Context: an optimization exercise on an open-source flow, tuned for small area, a short achievable clock period and few clock cycles per item. The choices shown serve that exercise and are no tape-out recipe. No run shown here included a check of the RTL's function; only the layout flow was run. Power is estimated from default activity; no workload was simulated.

==> flow/design.v <==
package lc4_pkg;
    typedef logic [16-1:0] lc4_word_t;  
    typedef logic [3-1:0]  lc4_reg_t;   
    typedef enum logic [3:0] {
        OP_ARITH   = 4'b0001,  
        OP_LOGIC   = 4'b0101,  
        OP_LDR     = 4'b0110,
        OP_STR     = 4'b0111,
        OP_CONST   = 4'b1001,  
        OP_SHIFT   = 4'b1010,  
        OP_HICONST = 4'b1101   
    } lc4_opcode_e;
    typedef enum logic [3:0] {
        ALU_ADD,
        ALU_MUL,
        ALU_SUB,
        ALU_AND,
        ALU_OR,
        ALU_XOR,
        ALU_NOT,
        ALU_SLL,
        ALU_SRA,
        ALU_SRL,
        ALU_CONST,
        ALU_HICONST,
        ALU_ADDR       
    } lc4_alu_op_e;
endpackage
module lc4_mul16 (
    input  logic [15:0] a,
    input  logic [15:0] b,
    output logic [15:0] r0,
    output logic [15:0] r1,
    output logic [15:0] r2
);
    wire p0_0 = a[0] & b[0];
    wire p0_1 = a[1] & b[0];
    wire p0_2 = a[2] & b[0];
    wire p0_3 = a[3] & b[0];
    wire p0_4 = a[4] & b[0];
    wire p0_5 = a[5] & b[0];
    wire p0_6 = a[6] & b[0];
    wire p0_7 = a[7] & b[0];
    wire p0_8 = a[8] & b[0];
    wire p0_9 = a[9] & b[0];
    wire p0_10 = a[10] & b[0];
    wire p0_11 = a[11] & b[0];
    wire p0_12 = a[12] & b[0];
    wire p0_13 = a[13] & b[0];
    wire p0_14 = a[14] & b[0];
    wire p0_15 = a[15] & b[0];
    wire p1_0 = a[0] & b[1];
    wire p1_1 = a[1] & b[1];
    wire p1_2 = a[2] & b[1];
    wire p1_3 = a[3] & b[1];
    wire p1_4 = a[4] & b[1];
    wire p1_5 = a[5] & b[1];
    wire p1_6 = a[6] & b[1];
    wire p1_7 = a[7] & b[1];
    wire p1_8 = a[8] & b[1];
    wire p1_9 = a[9] & b[1];
    wire p1_10 = a[10] & b[1];
    wire p1_11 = a[11] & b[1];
    wire p1_12 = a[12] & b[1];
    wire p1_13 = a[13] & b[1];
    wire p1_14 = a[14] & b[1];
    wire p2_0 = a[0] & b[2];
    wire p2_1 = a[1] & b[2];
    wire p2_2 = a[2] & b[2];
    wire p2_3 = a[3] & b[2];
    wire p2_4 = a[4] & b[2];
    wire p2_5 = a[5] & b[2];
    wire p2_6 = a[6] & b[2];
    wire p2_7 = a[7] & b[2];
    wire p2_8 = a[8] & b[2];
    wire p2_9 = a[9] & b[2];
    wire p2_10 = a[10] & b[2];
    wire p2_11 = a[11] & b[2];
    wire p2_12 = a[12] & b[2];
    wire p2_13 = a[13] & b[2];
    wire p3_0 = a[0] & b[3];
    wire p3_1 = a[1] & b[3];
    wire p3_2 = a[2] & b[3];
    wire p3_3 = a[3] & b[3];
    wire p3_4 = a[4] & b[3];
    wire p3_5 = a[5] & b[3];
    wire p3_6 = a[6] & b[3];
    wire p3_7 = a[7] & b[3];
    wire p3_8 = a[8] & b[3];
    wire p3_9 = a[9] & b[3];
    wire p3_10 = a[10] & b[3];
    wire p3_11 = a[11] & b[3];
    wire p3_12 = a[12] & b[3];
    wire p4_0 = a[0] & b[4];
    wire p4_1 = a[1] & b[4];
    wire p4_2 = a[2] & b[4];
    wire p4_3 = a[3] & b[4];
    wire p4_4 = a[4] & b[4];
    wire p4_5 = a[5] & b[4];
    wire p4_6 = a[6] & b[4];
    wire p4_7 = a[7] & b[4];
    wire p4_8 = a[8] & b[4];
    wire p4_9 = a[9] & b[4];
    wire p4_10 = a[10] & b[4];
    wire p4_11 = a[11] & b[4];
    wire p5_0 = a[0] & b[5];
    wire p5_1 = a[1] & b[5];
    wire p5_2 = a[2] & b[5];
    wire p5_3 = a[3] & b[5];
    wire p5_4 = a[4] & b[5];
    wire p5_5 = a[5] & b[5];
    wire p5_6 = a[6] & b[5];
    wire p5_7 = a[7] & b[5];
    wire p5_8 = a[8] & b[5];
    wire p5_9 = a[9] & b[5];
    wire p5_10 = a[10] & b[5];
    wire p6_0 = a[0] & b[6];
    wire p6_1 = a[1] & b[6];
    wire p6_2 = a[2] & b[6];
    wire p6_3 = a[3] & b[6];
    wire p6_4 = a[4] & b[6];
    wire p6_5 = a[5] & b[6];
    wire p6_6 = a[6] & b[6];
    wire p6_7 = a[7] & b[6];
    wire p6_8 = a[8] & b[6];
    wire p6_9 = a[9] & b[6];
    wire p7_0 = a[0] & b[7];
    wire p7_1 = a[1] & b[7];
    wire p7_2 = a[2] & b[7];
    wire p7_3 = a[3] & b[7];
    wire p7_4 = a[4] & b[7];
    wire p7_5 = a[5] & b[7];
    wire p7_6 = a[6] & b[7];
    wire p7_7 = a[7] & b[7];
    wire p7_8 = a[8] & b[7];
    wire p8_0 = a[0] & b[8];
    wire p8_1 = a[1] & b[8];
    wire p8_2 = a[2] & b[8];
    wire p8_3 = a[3] & b[8];
    wire p8_4 = a[4] & b[8];
    wire p8_5 = a[5] & b[8];
    wire p8_6 = a[6] & b[8];
    wire p8_7 = a[7] & b[8];
    wire p9_0 = a[0] & b[9];
    wire p9_1 = a[1] & b[9];
    wire p9_2 = a[2] & b[9];
    wire p9_3 = a[3] & b[9];
    wire p9_4 = a[4] & b[9];
    wire p9_5 = a[5] & b[9];
    wire p9_6 = a[6] & b[9];
    wire p10_0 = a[0] & b[10];
    wire p10_1 = a[1] & b[10];
    wire p10_2 = a[2] & b[10];
    wire p10_3 = a[3] & b[10];
    wire p10_4 = a[4] & b[10];
    wire p10_5 = a[5] & b[10];
    wire p11_0 = a[0] & b[11];
    wire p11_1 = a[1] & b[11];
    wire p11_2 = a[2] & b[11];
    wire p11_3 = a[3] & b[11];
    wire p11_4 = a[4] & b[11];
    wire p12_0 = a[0] & b[12];
    wire p12_1 = a[1] & b[12];
    wire p12_2 = a[2] & b[12];
    wire p12_3 = a[3] & b[12];
    wire p13_0 = a[0] & b[13];
    wire p13_1 = a[1] & b[13];
    wire p13_2 = a[2] & b[13];
    wire p14_0 = a[0] & b[14];
    wire p14_1 = a[1] & b[14];
    wire p15_0 = a[0] & b[15];
    wire s1 = p0_13 ^ p1_12;
    wire c2 = p0_13 & p1_12;
    wire s3 = p0_14 ^ p1_13 ^ p2_12;
    wire c4 = (p0_14 & p1_13) | (p0_14 & p2_12) | (p1_13 & p2_12);
    wire s5 = p3_11 ^ p4_10;
    wire c6 = p3_11 & p4_10;
    wire s7 = p0_15 ^ p1_14 ^ p2_13;
    wire s9 = p3_12 ^ p4_11 ^ p5_10;
    wire s11 = p6_9 ^ p7_8;
    wire s13 = p0_9 ^ p1_8;
    wire c14 = p0_9 & p1_8;
    wire s15 = p0_10 ^ p1_9 ^ p2_8;
    wire c16 = (p0_10 & p1_9) | (p0_10 & p2_8) | (p1_9 & p2_8);
    wire s17 = p3_7 ^ p4_6;
    wire c18 = p3_7 & p4_6;
    wire s19 = p0_11 ^ p1_10 ^ p2_9;
    wire c20 = (p0_11 & p1_10) | (p0_11 & p2_9) | (p1_10 & p2_9);
    wire s21 = p3_8 ^ p4_7 ^ p5_6;
    wire c22 = (p3_8 & p4_7) | (p3_8 & p5_6) | (p4_7 & p5_6);
    wire s23 = p6_5 ^ p7_4;
    wire c24 = p6_5 & p7_4;
    wire s25 = p0_12 ^ p1_11 ^ p2_10;
    wire c26 = (p0_12 & p1_11) | (p0_12 & p2_10) | (p1_11 & p2_10);
    wire s27 = p3_9 ^ p4_8 ^ p5_7;
    wire c28 = (p3_9 & p4_8) | (p3_9 & p5_7) | (p4_8 & p5_7);
    wire s29 = p6_6 ^ p7_5 ^ p8_4;
    wire c30 = (p6_6 & p7_5) | (p6_6 & p8_4) | (p7_5 & p8_4);
    wire s31 = p9_3 ^ p10_2;
    wire c32 = p9_3 & p10_2;
    wire s33 = p2_11 ^ p3_10 ^ p4_9;
    wire c34 = (p2_11 & p3_10) | (p2_11 & p4_9) | (p3_10 & p4_9);
    wire s35 = p5_8 ^ p6_7 ^ p7_6;
    wire c36 = (p5_8 & p6_7) | (p5_8 & p7_6) | (p6_7 & p7_6);
    wire s37 = p8_5 ^ p9_4 ^ p10_3;
    wire c38 = (p8_5 & p9_4) | (p8_5 & p10_3) | (p9_4 & p10_3);
    wire s39 = p11_2 ^ p12_1 ^ p13_0;
    wire c40 = (p11_2 & p12_1) | (p11_2 & p13_0) | (p12_1 & p13_0);
    wire s41 = p5_9 ^ p6_8 ^ p7_7;
    wire c42 = (p5_9 & p6_8) | (p5_9 & p7_7) | (p6_8 & p7_7);
    wire s43 = p8_6 ^ p9_5 ^ p10_4;
    wire c44 = (p8_6 & p9_5) | (p8_6 & p10_4) | (p9_5 & p10_4);
    wire s45 = p11_3 ^ p12_2 ^ p13_1;
    wire c46 = (p11_3 & p12_2) | (p11_3 & p13_1) | (p12_2 & p13_1);
    wire s47 = p14_0 ^ c2 ^ s5;
    wire c48 = (p14_0 & c2) | (p14_0 & s5) | (c2 & s5);
    wire s49 = p8_7 ^ p9_6 ^ p10_5;
    wire s51 = p11_4 ^ p12_3 ^ p13_2;
    wire s53 = p14_1 ^ p15_0 ^ c6;
    wire s55 = s11 ^ c4 ^ s7;
    wire s57 = p0_6 ^ p1_5;
    wire c58 = p0_6 & p1_5;
    wire s59 = p0_7 ^ p1_6 ^ p2_5;
    wire c60 = (p0_7 & p1_6) | (p0_7 & p2_5) | (p1_6 & p2_5);
    wire s61 = p3_4 ^ p4_3;
    wire c62 = p3_4 & p4_3;
    wire s63 = p0_8 ^ p1_7 ^ p2_6;
    wire c64 = (p0_8 & p1_7) | (p0_8 & p2_6) | (p1_7 & p2_6);
    wire s65 = p3_5 ^ p4_4 ^ p5_3;
    wire c66 = (p3_5 & p4_4) | (p3_5 & p5_3) | (p4_4 & p5_3);
    wire s67 = p6_2 ^ p7_1;
    wire c68 = p6_2 & p7_1;
    wire s69 = p2_7 ^ p3_6 ^ p4_5;
    wire c70 = (p2_7 & p3_6) | (p2_7 & p4_5) | (p3_6 & p4_5);
    wire s71 = p5_4 ^ p6_3 ^ p7_2;
    wire c72 = (p5_4 & p6_3) | (p5_4 & p7_2) | (p6_3 & p7_2);
    wire s73 = p8_1 ^ p9_0 ^ s13;
    wire c74 = (p8_1 & p9_0) | (p8_1 & s13) | (p9_0 & s13);
    wire s75 = p5_5 ^ p6_4 ^ p7_3;
    wire c76 = (p5_5 & p6_4) | (p5_5 & p7_3) | (p6_4 & p7_3);
    wire s77 = p8_2 ^ p9_1 ^ p10_0;
    wire c78 = (p8_2 & p9_1) | (p8_2 & p10_0) | (p9_1 & p10_0);
    wire s79 = c14 ^ s17 ^ s15;
    wire c80 = (c14 & s17) | (c14 & s15) | (s17 & s15);
    wire s81 = p8_3 ^ p9_2 ^ p10_1;
    wire c82 = (p8_3 & p9_2) | (p8_3 & p10_1) | (p9_2 & p10_1);
    wire s83 = p11_0 ^ c18 ^ s23;
    wire c84 = (p11_0 & c18) | (p11_0 & s23) | (c18 & s23);
    wire s85 = c16 ^ s19 ^ s21;
    wire c86 = (c16 & s19) | (c16 & s21) | (s19 & s21);
    wire s87 = p11_1 ^ p12_0 ^ c24;
    wire c88 = (p11_1 & p12_0) | (p11_1 & c24) | (p12_0 & c24);
    wire s89 = s31 ^ c20 ^ c22;
    wire c90 = (s31 & c20) | (s31 & c22) | (c20 & c22);
    wire s91 = s25 ^ s27 ^ s29;
    wire c92 = (s25 & s27) | (s25 & s29) | (s27 & s29);
    wire s93 = c32 ^ s1 ^ c26;
    wire c94 = (c32 & s1) | (c32 & c26) | (s1 & c26);
    wire s95 = c28 ^ c30 ^ s33;
    wire c96 = (c28 & c30) | (c28 & s33) | (c30 & s33);
    wire s97 = s35 ^ s37 ^ s39;
    wire c98 = (s35 & s37) | (s35 & s39) | (s37 & s39);
    wire s99 = c34 ^ c36 ^ c38;
    wire c100 = (c34 & c36) | (c34 & c38) | (c36 & c38);
    wire s101 = c40 ^ s41 ^ s43;
    wire c102 = (c40 & s41) | (c40 & s43) | (s41 & s43);
    wire s103 = s45 ^ s3 ^ s47;
    wire c104 = (s45 & s3) | (s45 & s47) | (s3 & s47);
    wire s105 = c42 ^ c44 ^ c46;
    wire s107 = s49 ^ s51 ^ s9;
    wire s109 = c48 ^ s53 ^ s55;
    wire s111 = p0_4 ^ p1_3;
    wire c112 = p0_4 & p1_3;
    wire s113 = p0_5 ^ p1_4 ^ p2_3;
    wire c114 = (p0_5 & p1_4) | (p0_5 & p2_3) | (p1_4 & p2_3);
    wire s115 = p3_2 ^ p4_1;
    wire c116 = p3_2 & p4_1;
    wire s117 = p2_4 ^ p3_3 ^ p4_2;
    wire c118 = (p2_4 & p3_3) | (p2_4 & p4_2) | (p3_3 & p4_2);
    wire s119 = p5_1 ^ p6_0 ^ s57;
    wire c120 = (p5_1 & p6_0) | (p5_1 & s57) | (p6_0 & s57);
    wire s121 = p5_2 ^ p6_1 ^ p7_0;
    wire c122 = (p5_2 & p6_1) | (p5_2 & p7_0) | (p6_1 & p7_0);
    wire s123 = c58 ^ s61 ^ s59;
    wire c124 = (c58 & s61) | (c58 & s59) | (s61 & s59);
    wire s125 = p8_0 ^ c62 ^ s67;
    wire c126 = (p8_0 & c62) | (p8_0 & s67) | (c62 & s67);
    wire s127 = c60 ^ s63 ^ s65;
    wire c128 = (c60 & s63) | (c60 & s65) | (s63 & s65);
    wire s129 = c68 ^ c64 ^ c66;
    wire c130 = (c68 & c64) | (c68 & c66) | (c64 & c66);
    wire s131 = s69 ^ s71 ^ s73;
    wire c132 = (s69 & s71) | (s69 & s73) | (s71 & s73);
    wire s133 = c70 ^ c72 ^ s75;
    wire c134 = (c70 & c72) | (c70 & s75) | (c72 & s75);
    wire s135 = s77 ^ c74 ^ s79;
    wire c136 = (s77 & c74) | (s77 & s79) | (c74 & s79);
    wire s137 = c76 ^ c78 ^ s81;
    wire c138 = (c76 & c78) | (c76 & s81) | (c78 & s81);
    wire s139 = s83 ^ c80 ^ s85;
    wire c140 = (s83 & c80) | (s83 & s85) | (c80 & s85);
    wire s141 = c82 ^ c84 ^ s87;
    wire c142 = (c82 & c84) | (c82 & s87) | (c84 & s87);
    wire s143 = c86 ^ s89 ^ s91;
    wire c144 = (c86 & s89) | (c86 & s91) | (s89 & s91);
    wire s145 = c88 ^ c90 ^ c92;
    wire c146 = (c88 & c90) | (c88 & c92) | (c90 & c92);
    wire s147 = s93 ^ s95 ^ s97;
    wire c148 = (s93 & s95) | (s93 & s97) | (s95 & s97);
    wire s149 = c94 ^ c96 ^ c98;
    wire c150 = (c94 & c96) | (c94 & c98) | (c96 & c98);
    wire s151 = s99 ^ s101 ^ s103;
    wire c152 = (s99 & s101) | (s99 & s103) | (s101 & s103);
    wire s153 = c100 ^ c102 ^ s105;
    wire s155 = s107 ^ c104 ^ s109;
    wire s157 = p0_3 ^ p1_2;
    wire c158 = p0_3 & p1_2;
    wire s159 = p2_2 ^ p3_1 ^ p4_0;
    wire c160 = (p2_2 & p3_1) | (p2_2 & p4_0) | (p3_1 & p4_0);
    wire s161 = p5_0 ^ c112 ^ s115;
    wire c162 = (p5_0 & c112) | (p5_0 & s115) | (c112 & s115);
    wire s163 = c116 ^ c114 ^ s117;
    wire c164 = (c116 & c114) | (c116 & s117) | (c114 & s117);
    wire s165 = c118 ^ s121 ^ c120;
    wire c166 = (c118 & s121) | (c118 & c120) | (s121 & c120);
    wire s167 = c122 ^ s125 ^ c124;
    wire c168 = (c122 & s125) | (c122 & c124) | (s125 & c124);
    wire s169 = c126 ^ c128 ^ s129;
    wire c170 = (c126 & c128) | (c126 & s129) | (c128 & s129);
    wire s171 = c130 ^ s133 ^ c132;
    wire c172 = (c130 & s133) | (c130 & c132) | (s133 & c132);
    wire s173 = c134 ^ s137 ^ c136;
    wire c174 = (c134 & s137) | (c134 & c136) | (s137 & c136);
    wire s175 = c138 ^ s141 ^ c140;
    wire c176 = (c138 & s141) | (c138 & c140) | (s141 & c140);
    wire s177 = c142 ^ c144 ^ s145;
    wire c178 = (c142 & c144) | (c142 & s145) | (c144 & s145);
    wire s179 = c146 ^ c148 ^ s149;
    wire c180 = (c146 & c148) | (c146 & s149) | (c148 & s149);
    wire s181 = c150 ^ s153 ^ c152;
    assign r0 = {c180, c178, c176, c174, c172, c170, c168, c166, c164, c162, c160, c158, s157, p0_2, p0_1, p0_0};
    assign r1 = {s181, s179, s177, s175, s173, s171, s169, s167, s165, s163, s161, s159, p2_1, p1_1, p1_0, 1'b0};
    assign r2 = {s155, s151, s147, s143, s139, s135, s131, s127, s123, s119, s113, s111, p3_0, p2_0, 1'b0, 1'b0};
endmodule
`timescale 1ns/1ps
module lc4_pipe_top (
    input  logic        gwe,
    input  logic        i_rst,
    output logic [15:0] o_pc,
    input  logic [15:0] i_insn,
    output logic [15:0] o_dmem_addr,
    output logic        o_dmem_we,
    output logic [15:0] o_dmem_wdata,
    input  logic [15:0] i_dmem_rdata,
    output logic        o_wb_valid,
    output logic [15:0] o_wb_pc,
    output logic [15:0] o_wb_insn,
    output logic        o_wb_we,
    output logic [2:0]  o_wb_rd,
    output logic [15:0] o_wb_data
);
    logic        stall;
    logic [15:0] pc;
    logic        x_valid;
    logic [15:0] x_insn, xa, xb;                 
    logic        x_am, x_aw, x_bm, x_bw;       
    logic        x_sub, x_imm, x_imm_s;        
    logic        x_ssum;                       
    logic        m_valid, m_we, m_ld, m_st, m_mul, m_ph, m_busy, m_sbyp;
    logic [15:0] m_insn, m_res, m_b;
    logic        w_valid, w_we;
    logic [15:0] w_insn, w_data, w_pc;
    logic [3:0]  f_op;
    logic        f_arith, f_logic, f_str, f_hic, f_uses_a, f_uses_b;
    logic [2:0]  f_a_idx, f_b_idx;
    assign f_op     = i_insn[15:12];
    assign f_arith  = (f_op == 4'b0001);
    assign f_logic  = (f_op == 4'b0101);
    assign f_str    = (f_op == 4'b0111);
    assign f_hic    = (f_op == 4'b1101);
    assign f_a_idx  = i_insn[8:6];
    assign f_b_idx  = (i_insn[14] && i_insn[12] && (i_insn[13] || i_insn[15])) ? i_insn[11:9] : i_insn[2:0];
    assign f_uses_a = f_arith || f_logic || (f_op == 4'b0110) || f_str || (f_op == 4'b1010);
    assign f_uses_b = ((f_arith || f_logic) && !i_insn[5]) || f_str || f_hic;
    logic [15:0] regs [8];
    logic [15:0] rf_wd, f_a, f_b;
    logic        w_wr;
    assign w_wr  = w_valid && w_we;
    assign rf_wd = i_rst ? 16'd0 : w_data;
    always_ff @(posedge gwe) begin
        for (int i = 0; i < 8; i++) begin
            if (i_rst || (w_wr && w_insn[11:9] == 3'(i))) regs[i] <= rf_wd;
        end
    end
    assign f_a = (w_wr && w_insn[11:9] == f_a_idx) ? w_data : regs[f_a_idx];
    assign f_b = (w_wr && w_insn[11:9] == f_b_idx) ? w_data : regs[f_b_idx];
    logic [3:0] op;
    logic       op_arith, op_logic, op_ldr, op_str, op_shift, x_we, x_fwd, x_mul;
    assign op       = x_insn[15:12];
    assign op_arith = (op == 4'b0001);
    assign op_logic = (op == 4'b0101);
    assign op_ldr   = (op == 4'b0110);
    assign op_str   = (op == 4'b0111);
    assign op_shift = (op == 4'b1010);
    assign x_we  = op_arith ? (x_insn[5] || !(x_insn[4] && x_insn[3])) :
                   op_shift ? !(x_insn[5] && x_insn[4]) :
                   (op_logic || op_ldr || op == 4'b1001 || op == 4'b1101);
    assign x_fwd = x_valid && x_we && !op_ldr;
    assign x_mul = op_arith && x_insn[5:3] == 3'b001;
    logic [15:0] a, b, opbx;
    logic        f_sub, f_am, f_bm;
    assign f_sub = f_arith && i_insn[5:3] == 3'b010;
    assign f_am  = x_fwd && x_insn[11:9] == f_a_idx;
    assign f_bm  = x_fwd && x_insn[11:9] == f_b_idx;
    always_ff @(posedge gwe) begin
        if (i_rst) begin
            pc      <= 16'h8200;
            x_valid <= 1'b0;
        end else if (!stall) begin
            pc      <= pc + 16'd1;
            x_valid <= 1'b1;
        end
    end
    always_ff @(posedge gwe) begin
        if (m_busy) begin
            xa   <= a;
            xb   <= opbx;
            x_aw <= 1'b0;
            x_bw <= 1'b0;
        end else if (stall) begin
            xa   <= a;
            xb   <= opbx;
            x_am <= 1'b0;
            x_bm <= 1'b0;
            x_aw <= x_am;
            x_bw <= x_bm;
        end else begin
            x_insn  <= i_insn;
            xa      <= f_a;
            xb      <= f_b ^ {16{f_sub}};
            x_am    <= f_uses_a && f_am;
            x_bm    <= f_uses_b && f_bm;
            x_aw    <= f_uses_a && !f_am && m_valid && m_we && m_insn[11:9] == f_a_idx;
            x_bw    <= f_uses_b && !f_bm && m_valid && m_we && m_insn[11:9] == f_b_idx;
            x_sub   <= f_sub;
            x_imm   <= (f_arith && i_insn[5]) || f_op == 4'b0110 || f_str;
            x_imm_s <= (f_op == 4'b0110 || f_str) ? i_insn[5] : i_insn[4];
            x_ssum  <= (f_arith && i_insn[5:3] != 3'b001) || f_op == 4'b0110 || f_str;
        end
    end
    assign o_pc = pc;
    logic [15:0] sx;
    logic        x_ar, x_br;
    assign x_ar = !(x_am || x_aw);
    assign x_br = !(x_bm || x_bw);
    assign sx   = {16{x_sub}};
    assign a    = ({16{x_am}} & m_res) | ({16{x_aw}} & w_data) | ({16{x_ar}} & xa);
    assign b    = ({16{x_bm}} & m_res) | ({16{x_bw}} & w_data) | ({16{x_br}} & xb);
    assign opbx = ({16{x_bm}} & (m_res ^ sx)) | ({16{x_bw}} & (w_data ^ sx)) | ({16{x_br}} & xb);
    assign m_busy = m_mul && !m_ph;
    assign stall  = m_mul && (!m_ph || x_am || x_bm);
    logic [15:0] imm5, imm9, opb, sum;
    logic [16:0] sum17;
    assign imm5  = {{11{x_insn[4]}}, x_insn[4:0]};
    assign imm9  = {{7{x_insn[8]}}, x_insn[8:0]};
    assign opb   = x_imm ? {{11{x_imm_s}}, x_insn[4:0]} : opbx;
    assign sum17 = {a, 1'b1} + {opb, x_sub};
    assign sum   = sum17[16:1];
    logic [15:0] sh_in, sh_r, sh_out;
    logic        sh_left;
    assign sh_left = !x_insn[5] && !x_insn[4];
    always_comb begin
        for (int i = 0; i < 16; i++) sh_in[i] = sh_left ? a[15-i] : a[i];
    end
    assign sh_r = 16'($signed({x_insn[4] & a[15], sh_in}) >>> x_insn[3:0]);
    always_comb begin
        for (int i = 0; i < 16; i++) sh_out[i] = sh_left ? sh_r[15-i] : sh_r[i];
    end
    logic [15:0] oth;
    always_comb begin
        case (op)
            4'b0001: oth = a;
            4'b0101: begin
                if (x_insn[5]) oth = a & imm5;
                else case (x_insn[4:3])
                    2'b00:   oth = a & b;
                    2'b01:   oth = ~a;
                    2'b10:   oth = a | b;
                    default: oth = a ^ b;
                endcase
            end
            4'b1001: oth = imm9;
            4'b1010: oth = sh_out;
            4'b1101: oth = {x_insn[7:0], b[7:0]};
            default: oth = a;
        endcase
    end
    always_ff @(posedge gwe) begin
        if (i_rst) begin
            m_valid <= 1'b0;
            m_st    <= 1'b0;
            m_mul   <= 1'b0;
            m_ph    <= 1'b0;
        end else begin
            m_ph    <= m_busy;
            if (!m_busy) begin
                m_valid <= x_valid && !stall;
                m_st    <= x_valid && !stall && op_str;
                m_mul   <= x_valid && !stall && x_mul;
            end
        end
    end
    logic [15:0] mt_r0, mt_r1, mt_r2, m_c;
    always_ff @(posedge gwe) begin
        if (!stall) begin
            m_insn <= x_insn;
            m_we   <= x_we;
            m_ld   <= op_ldr;
            m_sbyp <= op_str && m_valid && m_ld && m_insn[11:9] == x_insn[11:9];
        end
        m_res <= (x_ssum && !m_busy) ? sum : m_busy ? mt_r0 : oth;
        m_b   <= m_busy ? mt_r1 : b;
        m_c   <= mt_r2;
    end
    lc4_mul16 u_mul (.a(m_res), .b(m_b), .r0(mt_r0), .r1(mt_r1), .r2(mt_r2));
    assign o_dmem_addr  = m_res;
    assign o_dmem_we    = m_st;
    assign o_dmem_wdata = m_sbyp ? w_data : m_b;
    always_ff @(posedge gwe) begin
        if (i_rst) begin
            w_valid <= 1'b0;
            w_pc    <= 16'h8200;
        end else begin
            w_valid <= m_valid && !m_busy;
            if (w_valid) w_pc <= w_pc + 16'd1;
        end
    end
    always_ff @(posedge gwe) begin
        w_insn <= m_insn;
        w_we   <= m_we;
        w_data <= m_ld ? i_dmem_rdata : m_mul ? m_res + m_b + m_c : m_res;
    end
    assign o_wb_valid = w_valid;
    assign o_wb_pc    = w_pc;
    assign o_wb_insn  = w_insn;
    assign o_wb_we    = w_we;
    assign o_wb_rd    = w_insn[11:9];
    assign o_wb_data  = w_data;
endmodule
==> flow/flow/run.sh <==
#!/bin/bash
# The standard layout, with every input and output port buffered by a
# plain buffer (buf_2) instead of the default delay-cell buffer.
set -euo pipefail
export BUFFER_PORTS_ARGS="-buffer_cell sky130_fd_sc_hd__buf_2"
bash standard.sh > standard.log 2>&1
==> flow/standard.sh <==
#!/bin/bash
# synth_recipe.tcl (not shown) runs the flow's synth.tcl, then flattens the netlist and writes it again
# the make line also repeats each setting of config.mk as NAME=value (left out here)
make -C /OpenROAD-flow-scripts/flow DESIGN_CONFIG=/design/flow/config.mk WORK_HOME=/design/flow/orfs CLKGATE_MAP_FILE= SYNTH_SCRIPT=/design/flow/synth_recipe.tcl "${@:-finish}"
==> flow/config.mk <==
export PLATFORM = sky130hd
export DESIGN_NAME = lc4_pipe_top
export DESIGN_NICKNAME = lc4_pipe_top
export VERILOG_FILES = /design/flow/design.v
export SDC_FILE = /design/flow/constraint.sdc
export NUM_CORES = 4
export LEC_CHECK = 0
export CAP_MARGIN = 20
export CORE_MARGIN = 2
export CORE_UTILIZATION = 40
export SETUP_SLACK_MARGIN = 5
export SLEW_MARGIN = 20
export TNS_END_PERCENT = 0
==> flow/constraint.sdc <==
create_clock -name core_clock -period 9.0 [get_ports {gwe}]
set_input_delay 1.8000 -clock core_clock [delete_from_list [all_inputs] [get_ports {gwe}]]
set_output_delay 1.8000 -clock core_clock [all_outputs]
set_load 0.01 [all_outputs]
==> summary.txt, run 1 <==
STA
  • Tmin final: 4.040 ns
  • Final Max Tran Viols: 0
  • Final setup margin: 4.960 ns
  • Hold slack: 0.3407 ns
  • Clock skew: 0.01445 ns
  • Relative slew margins: 29.54%
  • Slew @ Worst Pin: 1.054 ns
  • Setup_tns: 0 ns
  • Max Clock Freq: 247.5 MHz
  • Tcrit/Tclk final: 44.89%
  • RSZ-0062 raised after global routing: true
  • Final Hold Viols: 0
  • Setup violations, final: 0

Power and ir drop
  • Sw power: 0.002674 W
  • Pint: 0.003965 W
  • P per Cell Area: 274.7 nW/um^2
  • Comb power frac: 43.8%
  • Sequential Power Share: 32.2%
  • Sw Ratio: 40.28%
  • Leak: 9.749 nW
  • VDD IR max: 156.9 uV
  • Clock Power Share: 24.0%

Placed design
  • Pre-CTS WS: 3.957 ns
  • Post-DP HPWL: 55.27 mm
  • # port buffers: 135
  • Placer's final routability congestion estimate: 1.007

Route
  • Final wirelength: 76.57 mm
  • # DRC: 0
  • Routed Antenna Nets: 0
  • Routed length per placed instance: 25.54 um
  • Detailed router's first-iteration violation count: 1,985
  • DRT Pass-1 Iters: 6
  • Vias: 18,120
  • Via/cell ratio: 6.045

CTS
  • CTS clk-pin slew, worst paths: 0.06 ns
  • # H-tree levels: 2
  • CTS max path bufs: 3
  • Clock Sinks: 320
  • Num CTS Buffers: 37
  • Number of hold buffers added after CTS: 0
  • Root Buffer: clkbuf_16
  • CTS tree: built
  • Skew-Pair Late Insertion Delay: 0.57 ns

Yosys
  • EDFF count, synth: 169
  • Area leader, netlist: edfxtp_1
  • Syn_area_per_cell: 9.733 um^2
  • Register area share after synthesis: 38.04%
  • Post-synth top area share: 23.84%
  • Synth area leaders: edfxtp_1 24%, dfxtp_1 14%, fa_1 7.5%
  • Cells after Synth: 2,187
  • Async S/R FF share, synth: 0%
  • Ys flop type: edfxtp_1
  • Synth unique cells: 76
  • Ys Warns: 2
  • Flops & latches, synth: 320
  • Syn nets: 2,383
  • Netlist Area Pre-Place: 21,290 um^2

Setup path
  • R2R depth: 12
  • Crit path DAT: 4.44 ns
  • CP Launch Point: x_am
  • Worst r2r src: x_am
  • Critical R2R Capture: m_res[6]
  • CP endpoint kind: flop
  • Critical path fanouts, max: 12
  • WP data required: 9.40 ns
  • Crit Path Class: flop to flop
  • Critical path startpoint category: flop
  • FF-to-FF setup slack: 4.96 ns

Status
  • Status: timing/DRC/antenna clean

GRT
  • GR Util All Layers: 27.21%
  • Grt ovf: 0
  • First-pass GRT wire length: 114.5 mm
  • Largest net degree at the start of global routing: 57
  • Number of global-route vias before repair: 17,600
  • Initial antenna violation count: 2

Floorplanning
  • Core Region: 52,550 um^2
  • Die Y: 234.7 um
  • # rows: 84
  • Initial Utilization: 40.51%
  • Ports: 136
  • Die width: 234.7 um
  • Die ar.: 55,080 um^2

Min path
  • Hold endpoint: w_insn[7]
  • Hold/Removal Path Class: flop to flop
  • Hold Startpoint: m_insn[7]
  • Hold depth: 0

Final layout
  • Area delta synth->final: 13.55%
  • Nets@finish: 2,477
  • Inserted Diodes: 0
  • Commonest non-fill, non-tap cell in the layout: nand2_1
  • Commonest non-fill, non-tap cells in the layout: 241 x nand2_1, 169 x edfxtp_1, 149 x dfxtp_1, 140 x o21ai_0, 138 x a21oi_1
  • Fraction of layout cells with a size suffix above 1: 16.49%
  • Fillers: 4,998

Flow run
  • Max_cap viols: 0
## cells in the mapped netlist, types with 6 or more instances
cell / number
a21o_1: 19
nand2b_1: 6
a22o_1: 29
xor2_1: 48
nand3_1: 44
nor3_1: 13
xnor2_1: 71
o21a_1: 6
fa_1: 80
and3_1: 15
or3_1: 8
nor2b_1: 29
a211oi_1: 12
o21ai_0: 141
mux4_2: 40
buf_1: 28
a221o_1: 9
o22ai_1: 49
nor3b_1: 7
clkbuf_1: 102
nand4_1: 6
and2_1: 92
mux2_2: 41
edfxtp_1: 169
inv_1: 122
a221oi_1: 37
o31ai_1: 7
dfxtp_1: 151
or2_2: 6
ha_1: 82
mux2i_1: 65
a22oi_1: 25
a31oi_1: 20
o32a_1: 6
buf_2: 8
nor2_1: 130
nand2_1: 242
a21oi_1: 138
## through the flow
step | instances | util [%] | power (W) | instance area, um^2
finish | 2998 | 46.00 | 0.006639 | 24170
detailed placement | 2916 | 43.21 | 0.005007 | 22710
floorplan | 2187 | - | 0.003999 | 21330
global placement | 2916 | 43.21 | 0.004974 | 22710
CTS | 2984 | 45.71 | 0.006621 | 24020
global route | 2998 | 46.00 | 0.007048 | 24170
## sequential cells by signal, indices dropped and copies added (netlist names), 16 cells and up
signal	flops
w_pc	16
w_insn	16
m_insn	16
x_insn	16
m_b	16
xb	16
m_res	16
xa	16
pc	16
regs	128
w_data	16
## timing repair
item | CTS | global route
gates resized for setup | 12 | 9
hold endpoints to repair | 0 | 0
setup buffers | 0 | 13
setup endpoints to repair | 24 | 32
pin swaps | 0 | 3
gates cloned | 0 | 0
## power by group through the flow
| stage | Sequential [W] | Combinational (W) | Clock, W |
|---|---|---|---|
| after floorplan | 0.00198 | 0.00202 | 0 |
| after global placement | 0.00214 | 0.00283 | 0 |
| after detailed placement | 0.00214 | 0.00286 | 0 |
| after CTS | 0.00211 | 0.00289 | 0.00161 |
| after global routing | 0.00214 | 0.00323 | 0.00167 |
| final | 0.00214 | 0.00291 | 0.00159 |
## cell families (layout without fill, tap and decap cells)
kind of cell | Yosys count | after routing | share of synthesized area, %
buffers and inverters | 272 | 395 | 5.002
AND/OR/NAND/NOR | 615 | 615 | 13.50
flip-flops | 320 | 320 | 38.04
AO/OA/AOI/OAI | 553 | 553 | 16.76
XOR/XNOR | 119 | 119 | 4.896
adder cells (fa/ha/maj) | 162 | 162 | 12.34
multiplexers | 146 | 146 | 9.457
## critical path, cell delays in order, from the launching register on
cell       delay (ns)
edfxtp_1         0.65
buf_4            0.30
a22o_1           0.24
a21oi_2          0.10
buf_4            0.21
inv_1            0.12
mux4_2           0.54
mux2i_1          0.19
a2bb2oi_1        0.27
o21ai_0          0.18
mux2_2           0.34
a221oi_1         0.61
a221oi_1         0.12
## worst max-delay path by stage
stage                      to  slack, ns  depth (start not counted)
finish               m_res[6]       4.96                         12
global route        m_res[15]       4.89                         15
CTS                 m_res[15]       4.92                         17
detailed placement      xb[2]       3.96                          9
global placement        xb[0]       4.09                          9
floorplan               xb[3]       4.99                         10
## metal layers
layer	up-vias	wire [um]	track usage, %	part of all wire (%)
li1	8027	-	-	-
met1	8838	31060	36.27	41
met2	1056	34000	42.48	44
met3	201	7696	5.721	10
met4	0	3813	12.43	5.0
met5	-	0	0	0
## layout make-up
type                            count  area, um^2  share of cell area, %
Clock buffer                       51        1018                  4.214
Sequential cell                   320        8100                  33.51
Clock inverter                     17       254.0                  1.051
Tap cell                          688       860.8                  3.561
Inverter                          127       484.2                  2.003
Multi-Input combinational cell   1595       12260                  50.71
Timing Repair Buffer              200        1195                  4.944
==> run 2, diff against run 1 <==
--- a/flow/design.v
+++ b/flow/design.v
@@ -362,4 +362,6 @@
     logic        stall;
     logic [15:0] pc;
+    logic        f_valid;
+    logic [15:0] f_insn;
     logic        x_valid;
     logic [15:0] x_insn, xa, xb;                 
@@ -367,20 +369,33 @@
     logic        x_sub, x_imm, x_imm_s;        
     logic        x_ssum;                       
-    logic        m_valid, m_we, m_ld, m_st, m_mul, m_ph, m_busy, m_sbyp;
+    logic        m_valid, m_we, m_ld, m_st, m_mul, m_busy, m_sbyp;
     logic [15:0] m_insn, m_res, m_b;
     logic        w_valid, w_we;
     logic [15:0] w_insn, w_data, w_pc;
+    always_ff @(posedge gwe) begin
+        if (i_rst) begin
+            pc      <= 16'h8200;
+            f_valid <= 1'b0;
+        end else if (!stall) begin
+            pc      <= pc + 16'd1;
+            f_valid <= 1'b1;
+        end
+    end
+    always_ff @(posedge gwe) begin
+        if (!stall) f_insn <= i_insn;
+    end
+    assign o_pc = pc;
     logic [3:0]  f_op;
     logic        f_arith, f_logic, f_str, f_hic, f_uses_a, f_uses_b;
     logic [2:0]  f_a_idx, f_b_idx;
-    assign f_op     = i_insn[15:12];
+    assign f_op     = f_insn[15:12];
     assign f_arith  = (f_op == 4'b0001);
     assign f_logic  = (f_op == 4'b0101);
     assign f_str    = (f_op == 4'b0111);
     assign f_hic    = (f_op == 4'b1101);
-    assign f_a_idx  = i_insn[8:6];
-    assign f_b_idx  = (i_insn[14] && i_insn[12] && (i_insn[13] || i_insn[15])) ? i_insn[11:9] : i_insn[2:0];
+    assign f_a_idx  = f_insn[8:6];
+    assign f_b_idx  = (f_insn[14] && f_insn[12] && (f_insn[13] || f_insn[15])) ? f_insn[11:9] : f_insn[2:0];
     assign f_uses_a = f_arith || f_logic || (f_op == 4'b0110) || f_str || (f_op == 4'b1010);
-    assign f_uses_b = ((f_arith || f_logic) && !i_insn[5]) || f_str || f_hic;
+    assign f_uses_b = ((f_arith || f_logic) && !f_insn[5]) || f_str || f_hic;
     logic [15:0] regs [8];
     logic [15:0] rf_wd, f_a, f_b;
@@ -410,15 +425,10 @@
     logic [15:0] a, b, opbx;
     logic        f_sub, f_am, f_bm;
-    assign f_sub = f_arith && i_insn[5:3] == 3'b010;
+    assign f_sub = f_arith && f_insn[5:3] == 3'b010;
     assign f_am  = x_fwd && x_insn[11:9] == f_a_idx;
     assign f_bm  = x_fwd && x_insn[11:9] == f_b_idx;
     always_ff @(posedge gwe) begin
-        if (i_rst) begin
-            pc      <= 16'h8200;
-            x_valid <= 1'b0;
-        end else if (!stall) begin
-            pc      <= pc + 16'd1;
-            x_valid <= 1'b1;
-        end
+        if (i_rst)       x_valid <= 1'b0;
+        else if (!stall) x_valid <= f_valid;
     end
     always_ff @(posedge gwe) begin
@@ -436,5 +446,5 @@
             x_bw <= x_bm;
         end else begin
-            x_insn  <= i_insn;
+            x_insn  <= f_insn;
             xa      <= f_a;
             xb      <= f_b ^ {16{f_sub}};
@@ -444,10 +454,9 @@
             x_bw    <= f_uses_b && !f_bm && m_valid && m_we && m_insn[11:9] == f_b_idx;
             x_sub   <= f_sub;
-            x_imm   <= (f_arith && i_insn[5]) || f_op == 4'b0110 || f_str;
-            x_imm_s <= (f_op == 4'b0110 || f_str) ? i_insn[5] : i_insn[4];
-            x_ssum  <= (f_arith && i_insn[5:3] != 3'b001) || f_op == 4'b0110 || f_str;
+            x_imm   <= (f_arith && f_insn[5]) || f_op == 4'b0110 || f_str;
+            x_imm_s <= (f_op == 4'b0110 || f_str) ? f_insn[5] : f_insn[4];
+            x_ssum  <= (f_arith && f_insn[5:3] != 3'b001) || f_op == 4'b0110 || f_str;
         end
     end
-    assign o_pc = pc;
     logic [15:0] sx;
     logic        x_ar, x_br;
@@ -458,6 +467,5 @@
     assign b    = ({16{x_bm}} & m_res) | ({16{x_bw}} & w_data) | ({16{x_br}} & xb);
     assign opbx = ({16{x_bm}} & (m_res ^ sx)) | ({16{x_bw}} & (w_data ^ sx)) | ({16{x_br}} & xb);
-    assign m_busy = m_mul && !m_ph;
-    assign stall  = m_mul && (!m_ph || x_am || x_bm);
+    assign stall  = m_busy || (m_mul && (x_am || x_bm));
     logic [15:0] imm5, imm9, opb, sum;
     logic [16:0] sum17;
@@ -501,7 +509,7 @@
             m_st    <= 1'b0;
             m_mul   <= 1'b0;
-            m_ph    <= 1'b0;
+            m_busy  <= 1'b0;
         end else begin
-            m_ph    <= m_busy;
+            m_busy  <= !m_busy && x_valid && !stall && x_mul;
             if (!m_busy) begin
                 m_valid <= x_valid && !stall;
==> run 2 against run 1 <==
Cell area is 5.1% higher. Still clean on timing, DRC and antenna. Sequential share of layout area is 0.35 points higher. Power is 2.8% lower. Critical endpoint is now m_res[13]. Fmax is 5.2% higher. Global-route usage is 1.1 points lower. Die area is 5.7% higher. Synthesized cell count is 4.2% higher. Clock skew is 0.013 ns higher.
==> summary.txt, run 2 <==
Flow run
  • Max_cap viols: 0

Placed design
  • Placer's final routability congestion estimate: 0.9135
  • Post-DP HPWL: 53.45 mm
  • # port buffers: 135
  • Dpl cell area: 23,880 um^2

GRT
  • Largest net degree at the start of global routing: 67
  • Grt ovf: 0
  • Number of global-route vias before repair: 17,970
  • GR Util All Layers: 26.07%
  • Initial antenna violation count: 0
  • First-pass GRT wire length: 114.0 mm

Route
  • Routed Antenna Nets: 0
  • Detailed router's first-iteration violation count: 2,133
  • Final wirelength: 76.62 mm
  • Vias: 18,520
  • Routed length per placed instance: 24.45 um
  • # DRC: 0
  • DRT Pass-1 Iters: 6
  • Via/cell ratio: 5.912

Setup path
  • Critical path startpoint category: flop
  • CP max stage delay: 0.92 ns
  • Crit path DAT: 4.33 ns
  • WP buf/inv: 0
  • CP endpoint kind: flop
  • Worst r2r src: m_res[7]
  • CP Launch Point: m_res[7]
  • Worst-path cell chain: xor2_1 -> a221oi_1 -> a21oi_1 -> ha_1 -> and3_1 -> and2_1 -> o21a_1 -> nor2_1 -> a211oi_1 -> o21ai_0 -> mux2_2 -> o221ai_1
  • CP max-delay cell: dfxtp_1
  • Crit-path leading delay family: compound AO/OA/AOI/OAI gates
  • WP data required: 9.49 ns
  • Critical path fanouts, max: 15
  • Crit Path Class: flop to flop

CTS
  • Root Buffer: clkbuf_16
  • Skew-Pair Late Insertion Delay: 0.59 ns
  • CTS max path bufs: 3
  • # H-tree levels: 2
  • Clock Sinks: 337
  • CTS clk-pin slew, worst paths: 0.06 ns
  • Num CTS Buffers: 41
  • CTS tree: built

Yosys
  • Cells after Synth: 2,278
  • Ys flop type: edfxtp_1
  • Async S/R FF share, synth: 0%
  • Flops & latches, synth: 337
  • Register area share after synthesis: 38.19%
  • Synth cell count leaders: 234 x nand2_1, 185 x edfxtp_1, 164 x a21oi_1
  • EDFF count, synth: 185
  • Syn_area_per_cell: 9.884 um^2
  • Synth area leaders: edfxtp_1 25%, dfxtp_1 14%, fa_1 7.1%
  • Netlist Area Pre-Place: 22,520 um^2
  • Syn nets: 2,474
  • Post-synth top area share: 24.67%
  • Most instantiated library cell after synthesis: nand2_1
  • Synth unique cells: 91
  • Ys Warns: 2
  • Area leader, netlist: edfxtp_1

STA
  • Setup violations, final: 0
  • Clock skew: 0.02791 ns
  • Tmin final: 3.841 ns
  • Final Max Tran Viols: 0
  • Final Hold Viols: 0
  • Slew @ Worst Pin: 1.098 ns
  • Tcrit/Tclk final: 42.68%
  • Setup_tns: 0 ns
  • RSZ-0062 raised after global routing: false
  • Relative slew margins: 26.77%
  • Max Clock Freq: 260.3 MHz

Power and ir drop
  • Sw power: 0.002471 W
  • Pint: 0.003985 W
  • Clock Power Share: 27.7%
  • Sequential Power Share: 33.7%
  • Leak: 10.28 nW
  • P per Cell Area: 254.2 nW/um^2
  • Comb power frac: 38.6%
  • Total power: 0.006456 W
  • Sw Ratio: 38.27%
  • VDD IR max: 143.8 uV

Final layout
  • Final core utilization: 45.83%
  • Fraction of layout cells with a size suffix above 1: 16.35%
  • Nets@finish: 2,549
  • Area delta synth->final: 12.79%
  • Commonest non-fill, non-tap cell in the layout: nand2_1
  • Final Cell Area: 25,400 um^2
  • Max reg flops: 128
  • Commonest non-fill, non-tap cells in the layout: 234 x nand2_1, 185 x edfxtp_1, 164 x a21oi_1, 151 x dfxtp_1, 136 x buf_2
  • Largest reg by FF count: regs
  • Inserted Diodes: 0

Floorplanning
  • Die width: 241.3 um
  • Initial Utilization: 40.63%
  • Ports: 136
  • # rows: 86
  • Core Region: 55,420 um^2
  • Die Y: 241.3 um
  • Die ar.: 58,210 um^2

Min path
  • Hold Startpoint: m_insn[3]
  • Hold/Removal Path Class: flop to flop

Status
  • Status: timing/DRC/antenna clean
run 2: stage by stage:
stage,hold WS (ns),cells,setup WS (ns)
2_1_floorplan,0.3233,2278,5.063
3_3_place_gp,0.3281,3052,4.914
3_5_place_dp,0.3269,3053,4.881
4_1_cts,0.3338,3130,5.035
5_1_grt,0.3415,3133,5.003
6_report,0.3372,3133,5.159
run 2: logic make-up (layout without fill, tap and decap cells):
logic type,after synthesis,after routing,share of synthesized area (%)
compound gates,528,528,16.21
simple gates,676,676,14.46
flops,337,337,38.19
xor+xnor,141,141,5.485
buf+inv,285,392,5.118
fa+ha+maj,162,162,11.67
mux,149,149,8.874
run 2: final timing paths:
path               end  slack (ns)  cells past startpoint
max          m_res[13]        5.16                     12
min          w_insn[3]        0.34                      0
max reg2reg  m_res[13]        5.16                     12
min reg2reg  w_insn[3]        0.34                      0
run 2: timing repair:
action / 4_1_cts / 5_1_grt
pin swaps: 1 / 0
buffers inserted: 2 / 3
resized for setup: 1 / 6
hold buffers: 0 / 0
endpoints found under the setup margin: 1 / 4
run 2: cell type report:
class,count,area (um^2)
fill,5178,30020
multi-input combinational,1656,12830
sequential,337,8600
clock buffer,53,1185
timing repair buffer,191,1097
tap,748,935.9
inverter,126,475.5
clock inverter,22,269.0
run 2: power groups by stage:
stage               registers, W  logic, W  clock network, W
global route             0.00218   0.00275           0.00188
floorplan                0.00204   0.00176                 0
global placement         0.00218   0.00241                 0
detailed placement       0.00219   0.00244                 0
CTS                      0.00216   0.00246           0.00182
finish                   0.00217   0.00250           0.00179
run 2: layer usage:
| metal | up-vias | GRT usage [%] | wire length [um] |
|---|---|---|---|
| met5 | - | 0 | 0 |
| li1 | 8317 | - | - |
| met4 | 0 | 10.49 | 2875 |
| met2 | 858 | 42.29 | 35730 |
| met1 | 9193 | 35.19 | 32510 |
| met3 | 154 | 3.658 | 5495 |
==> run 3, diff against run 2 <==
--- a/flow/design.v
+++ b/flow/design.v
@@ -368,5 +368,5 @@
     logic        x_am, x_aw, x_bm, x_bw;       
     logic        x_sub, x_imm, x_imm_s;        
-    logic        x_ssum;                       
+    logic        x_s_sum, x_s_a, x_s_log, x_s_imm9, x_s_sh, x_s_hic;
     logic        m_valid, m_we, m_ld, m_st, m_mul, m_busy, m_sbyp;
     logic [15:0] m_insn, m_res, m_b;
@@ -424,4 +424,5 @@
     assign x_mul = op_arith && x_insn[5:3] == 3'b001;
     logic [15:0] a, b, opbx;
+    logic [15:0] mt_r0, mt_r1, mt_r2, m_c;
     logic        f_sub, f_am, f_bm;
     assign f_sub = f_arith && f_insn[5:3] == 3'b010;
@@ -456,5 +457,10 @@
             x_imm   <= (f_arith && f_insn[5]) || f_op == 4'b0110 || f_str;
             x_imm_s <= (f_op == 4'b0110 || f_str) ? f_insn[5] : f_insn[4];
-            x_ssum  <= (f_arith && f_insn[5:3] != 3'b001) || f_op == 4'b0110 || f_str;
+            x_s_sum  <= (f_arith && f_insn[5:3] != 3'b001) || f_op == 4'b0110 || f_str;
+            x_s_a    <= f_arith && f_insn[5:3] == 3'b001;
+            x_s_log  <= f_logic;
+            x_s_imm9 <= f_op == 4'b1001;
+            x_s_sh   <= f_op == 4'b1010;
+            x_s_hic  <= f_hic;
         end
     end
@@ -485,23 +491,24 @@
         for (int i = 0; i < 16; i++) sh_out[i] = sh_left ? sh_r[15-i] : sh_r[i];
     end
-    logic [15:0] oth;
+    logic [15:0] lg;
     always_comb begin
-        case (op)
-            4'b0001: oth = a;
-            4'b0101: begin
-                if (x_insn[5]) oth = a & imm5;
-                else case (x_insn[4:3])
-                    2'b00:   oth = a & b;
-                    2'b01:   oth = ~a;
-                    2'b10:   oth = a | b;
-                    default: oth = a ^ b;
-                endcase
-            end
-            4'b1001: oth = imm9;
-            4'b1010: oth = sh_out;
-            4'b1101: oth = {x_insn[7:0], b[7:0]};
-            default: oth = a;
+        if (x_insn[5]) lg = a & imm5;
+        else case (x_insn[4:3])
+            2'b00:   lg = a & b;
+            2'b01:   lg = ~a;
+            2'b10:   lg = a | b;
+            default: lg = a ^ b;
         endcase
     end
+    logic [15:0] res;
+    logic        nb;
+    assign nb  = !m_busy;
+    assign res = ({16{nb && x_s_sum}}  & sum)
+               | ({16{nb && x_s_a}}    & a)
+               | ({16{nb && x_s_log}}  & lg)
+               | ({16{nb && x_s_imm9}} & imm9)
+               | ({16{nb && x_s_sh}}   & sh_out)
+               | ({16{nb && x_s_hic}}  & {x_insn[7:0], b[7:0]})
+               | ({16{m_busy}}         & mt_r0);
     always_ff @(posedge gwe) begin
         if (i_rst) begin
@@ -519,5 +526,4 @@
         end
     end
-    logic [15:0] mt_r0, mt_r1, mt_r2, m_c;
     always_ff @(posedge gwe) begin
         if (!stall) begin
@@ -527,5 +533,5 @@
             m_sbyp <= op_str && m_valid && m_ld && m_insn[11:9] == x_insn[11:9];
         end
-        m_res <= (x_ssum && !m_busy) ? sum : m_busy ? mt_r0 : oth;
+        m_res <= res;
         m_b   <= m_busy ? mt_r1 : b;
         m_c   <= mt_r2;
==> run 3 against run 2 <==
Sequential cell count up 5. Core utilization down 0.36 points. Global-route usage about the same. Largest power group is now sequential cells. Cell area down 1.2%. Critical path depth unchanged. Via count down 0.85%. Synthesized cell count down 2.9%. Routed wire length down 1.0%.
==> summary.txt, run 3 <==
Placed design
  • Dpl cells: 2,971
  • Post-DP HPWL: 52.84 mm
  • Placer's final routability congestion estimate: 0.9655
  • # port buffers: 135

Setup path
  • Crit path capture: w_data[15]
  • Crit Path Class: flop to flop
  • Crit path DAT: 4.55 ns
  • Critical path startpoint category: flop
  • CP endpoint kind: flop
  • Worst-path cell chain: buf_4 -> ha_1 -> ha_1 -> fa_1 -> a211o_1 -> a2111oi_2 -> nor3_1 -> a211o_1 -> o41ai_2 -> o21ai_0 -> mux2_2 -> nand3_1
  • CP Launch Point: m_res[0]
  • Critical path fanouts, max: 18
  • CP max-delay cell: fa_1
  • Worst r2r src: m_res[0]
  • Crit-path leading delay family: compound AO/OA/AOI/OAI gates
  • Crit path depth: 12
  • Critical R2R Capture: w_data[15]
  • WP buf/inv: 1
  • FF-to-FF setup slack: 4.97 ns
  • CP max stage delay: 0.50 ns
  • R2R depth: 12
  • WP data required: 9.52 ns

Final layout
  • Inserted Diodes: 0
  • Commonest non-fill, non-tap cells in the layout: 190 x edfxtp_1, 168 x nand2_1, 143 x dfxtp_1, 138 x inv_1, 135 x buf_2
  • Max reg flops: 128
  • Cell Count, Final, Fillers Out: 3,050
  • Area delta synth->final: 12.07%
  • Fillers: 5,211
  • Commonest non-fill, non-tap cell in the layout: edfxtp_1
  • Nets@finish: 2,467
  • Largest reg by FF count: regs
  • Fraction of layout cells with a size suffix above 1: 16.68%

CTS
  • Root Buffer: clkbuf_16
  • Clock Sinks: 342
  • CTS max path bufs: 3
  • CTS tree: built
  • CTS clk-pin slew, worst paths: 0.07 ns
  • # H-tree levels: 2
  • Number of hold buffers added after CTS: 0
  • Num CTS Buffers: 41
  • Skew-Pair Late Insertion Delay: 0.57 ns

GRT
  • Initial antenna violation count: 1
  • First-pass GRT wire length: 113.7 mm
  • Number of global-route vias before repair: 17,980
  • GR Util All Layers: 26.02%
  • Largest net degree at the start of global routing: 58
  • Grt ovf: 0

Floorplanning
  • Ports: 136
  • Die ar.: 57,890 um^2
  • Die Y: 240.6 um
  • Initial Utilization: 40.57%
  • Die width: 240.6 um
  • # rows: 86
  • Core Region: 55,200 um^2

Route
  • DRT Pass-1 Iters: 5
  • Vias: 18,360
  • # DRC: 0
  • Via/cell ratio: 6.021
  • Final wirelength: 75.83 mm
  • Detailed router's first-iteration violation count: 1,829
  • Routed Antenna Nets: 0
  • Routed length per placed instance: 24.86 um

Yosys
  • Most instantiated library cell after synthesis: edfxtp_1
  • Netlist Area Pre-Place: 22,390 um^2
  • Area leader, netlist: edfxtp_1
  • Flops & latches, synth: 342
  • Cells after Synth: 2,212
  • Ys flop type: edfxtp_1
  • Register area share after synthesis: 39.07%
  • Post-synth top area share: 25.48%
  • EDFF count, synth: 190
  • Ys Warns: 2
  • Async S/R FF share, synth: 0%
  • Synth unique cells: 84
  • Synth cell count leaders: 190 x edfxtp_1, 168 x nand2_1, 152 x dfxtp_1
  • Synth area leaders: edfxtp_1 25%, dfxtp_1 14%, fa_1 7.2%
  • Syn_area_per_cell: 10.12 um^2
  • Syn nets: 2,410

Power and ir drop
  • Leak: 10.23 nW
  • VDD IR max: 148.1 uV
  • P per Cell Area: 221.5 nW/um^2

STA
  • Setup_tns: 0 ns
  • Clock skew: 0.03041 ns
  • Final Hold Viols: 0
  • Final Max Tran Viols: 0
  • Slew @ Worst Pin: 1.166 ns
  • Relative slew margins: 21.97%
  • Tmin final: 4.028 ns
  • Tcrit/Tclk final: 44.76%
  • Setup violations, final: 0
  • RSZ-0062 raised after global routing: true
  • Max Clock Freq: 248.2 MHz

Min path
  • Hold/Removal Path Class: flop to flop

Flow run
  • Max_cap viols: 0

Status
  • Status: timing/DRC/antenna clean
run 3: changes by cell type in the layout (fill, tap and decap cells not counted), sizes merged, moves of 9 or more:
cell    change
nor2       -15
o21ai      +29
nand2      -67
inv        +20
a21oi      -39
buf         -9
nor2b      +10
a221oi      +9
o31ai      -13
xor2       -15
nand3      -15
run 3: cell families (layout without fill, tap and decap cells):
kind of cell / count (synthesis) / after routing / synth area share [%]
compound gates: 516 / 516 / 15.73
buf+inv: 312 / 402 / 5.654
mux: 147 / 147 / 9.152
xor+xnor: 131 / 131 / 5.123
simple gates: 600 / 600 / 13.40
flops: 342 / 342 / 39.07
fa+ha+maj: 164 / 164 / 11.88
run 3: repair_timing:
action | in CTS | in global routing
pin swaps | 0 | 1
setup buffers | 1 | 2
hold endpoints to repair | 0 | 0
setup endpoints to repair | 18 | 16
resized for setup | 8 | 12
run 3: where the power goes:
group,switching [W],leakage [nW],internal [W]
Combinational,0.00104,6.30,0.000732
Sequential,0.000258,3.26,0.00184
Clock,0.000694,0.671,0.000989
Total,0.00200,10.2,0.00356
run 3: layout make-up:
cell class / instances / area (um^2) / area share, %
Clock buffer: 60 / 1241 / 4.945
Multi-Input combinational cell: 1558 / 12460 / 49.64
Clock inverter: 16 / 117.6 / 0.4686
Sequential cell: 342 / 8762 / 34.91
Inverter: 144 / 541.8 / 2.159
Timing Repair Buffer: 182 / 1040 / 4.143
Tap cell: 748 / 935.9 / 3.729
run 3: per-layer routing:
layer  share of wire (%)  track usage [%]  vias to the layer above
li1                    -                -                     8080
met5                   0                0                        -
met4                 4.3            10.58                        0
met2                  45            40.64                      907
met3                 8.2            4.358                      178
met1                  42            35.96                     9199
run 3: worst min path at each step:
stage               startpoint    endpoint  slack [ns]  cells past startpoint
CTS                  m_insn[7]   w_insn[7]        0.34                      0
finish               m_insn[7]   w_insn[7]        0.34                      0
global route         m_insn[7]   w_insn[7]        0.35                      0
detailed placement   m_insn[7]   w_insn[7]        0.33                      0
global placement    m_insn[14]  w_insn[14]        0.33                      0
floorplan            m_insn[0]   w_insn[0]        0.32                      0
run 3: worst reg2reg max path: stages, from the launching register on:
cell and delay, ns:
dfxtp_1 0.42, buf_4 0.27, ha_1 0.33, ha_1 0.29, fa_1 0.50, a211o_1 0.35
a2111oi_2 0.39, nor3_1 0.12, a211o_1 0.32, o41ai_2 0.33, o21ai_0 0.26, mux2_2 0.33
nand3_1 0.08
run 3: metrics by stage:
step / cell area (um^2) / hold WS [ns] / worst slack [ns] / util (%) / total power (W)
4_1_cts: 25050 / 0.3400 / 4.932 / 45.37 / 0.005533
3_3_place_gp: 23660 / 0.3323 / 4.402 / 42.85 / 0.003818
6_report: 25100 / 0.3395 / 4.972 / 45.47 / 0.005559
2_1_floorplan: 22390 / 0.3233 / 5.240 / - / 0.003214
3_5_place_dp: 23660 / 0.3269 / 4.331 / 42.85 / 0.003837
5_1_grt: 25100 / 0.3522 / 4.866 / 45.47 / 0.005810

static timing again, ports no longer ideal:
The flow's constraints put no driver on any port. The routed layouts listed below were extracted and timed again, unchanged, in two steps.
Step 1 sets driving cells, clkbuf_16 on the clock port and buf_2 on the other inputs (assumed; they add their load-dependent delay and slew).
Step 2 moves the port delays by t, midway between the first and last clock arrival at a register: inputs arrive t later, outputs are due t later. That takes back most of the time a late clock gives input paths.
Slacks: ideal ports / drivers / drivers and shift; pairs: ideal ports / drivers.
run | t (ns) | slack for setup (ns) | worst setup path after step 2
run 1 | 0.617 | 4.960 / 4.960 / 4.540 | input to register
run 2 | 0.631 | 5.159 / 5.159 / 5.159 | register to register
run 3 | 0.617 | 4.972 / 4.972 / 4.828 | input to register
After both steps every run listed still meets setup and hold. The setup slack of run 1, which loses most, moves by 0.000 ns with the drivers and by -0.420 ns with both steps.
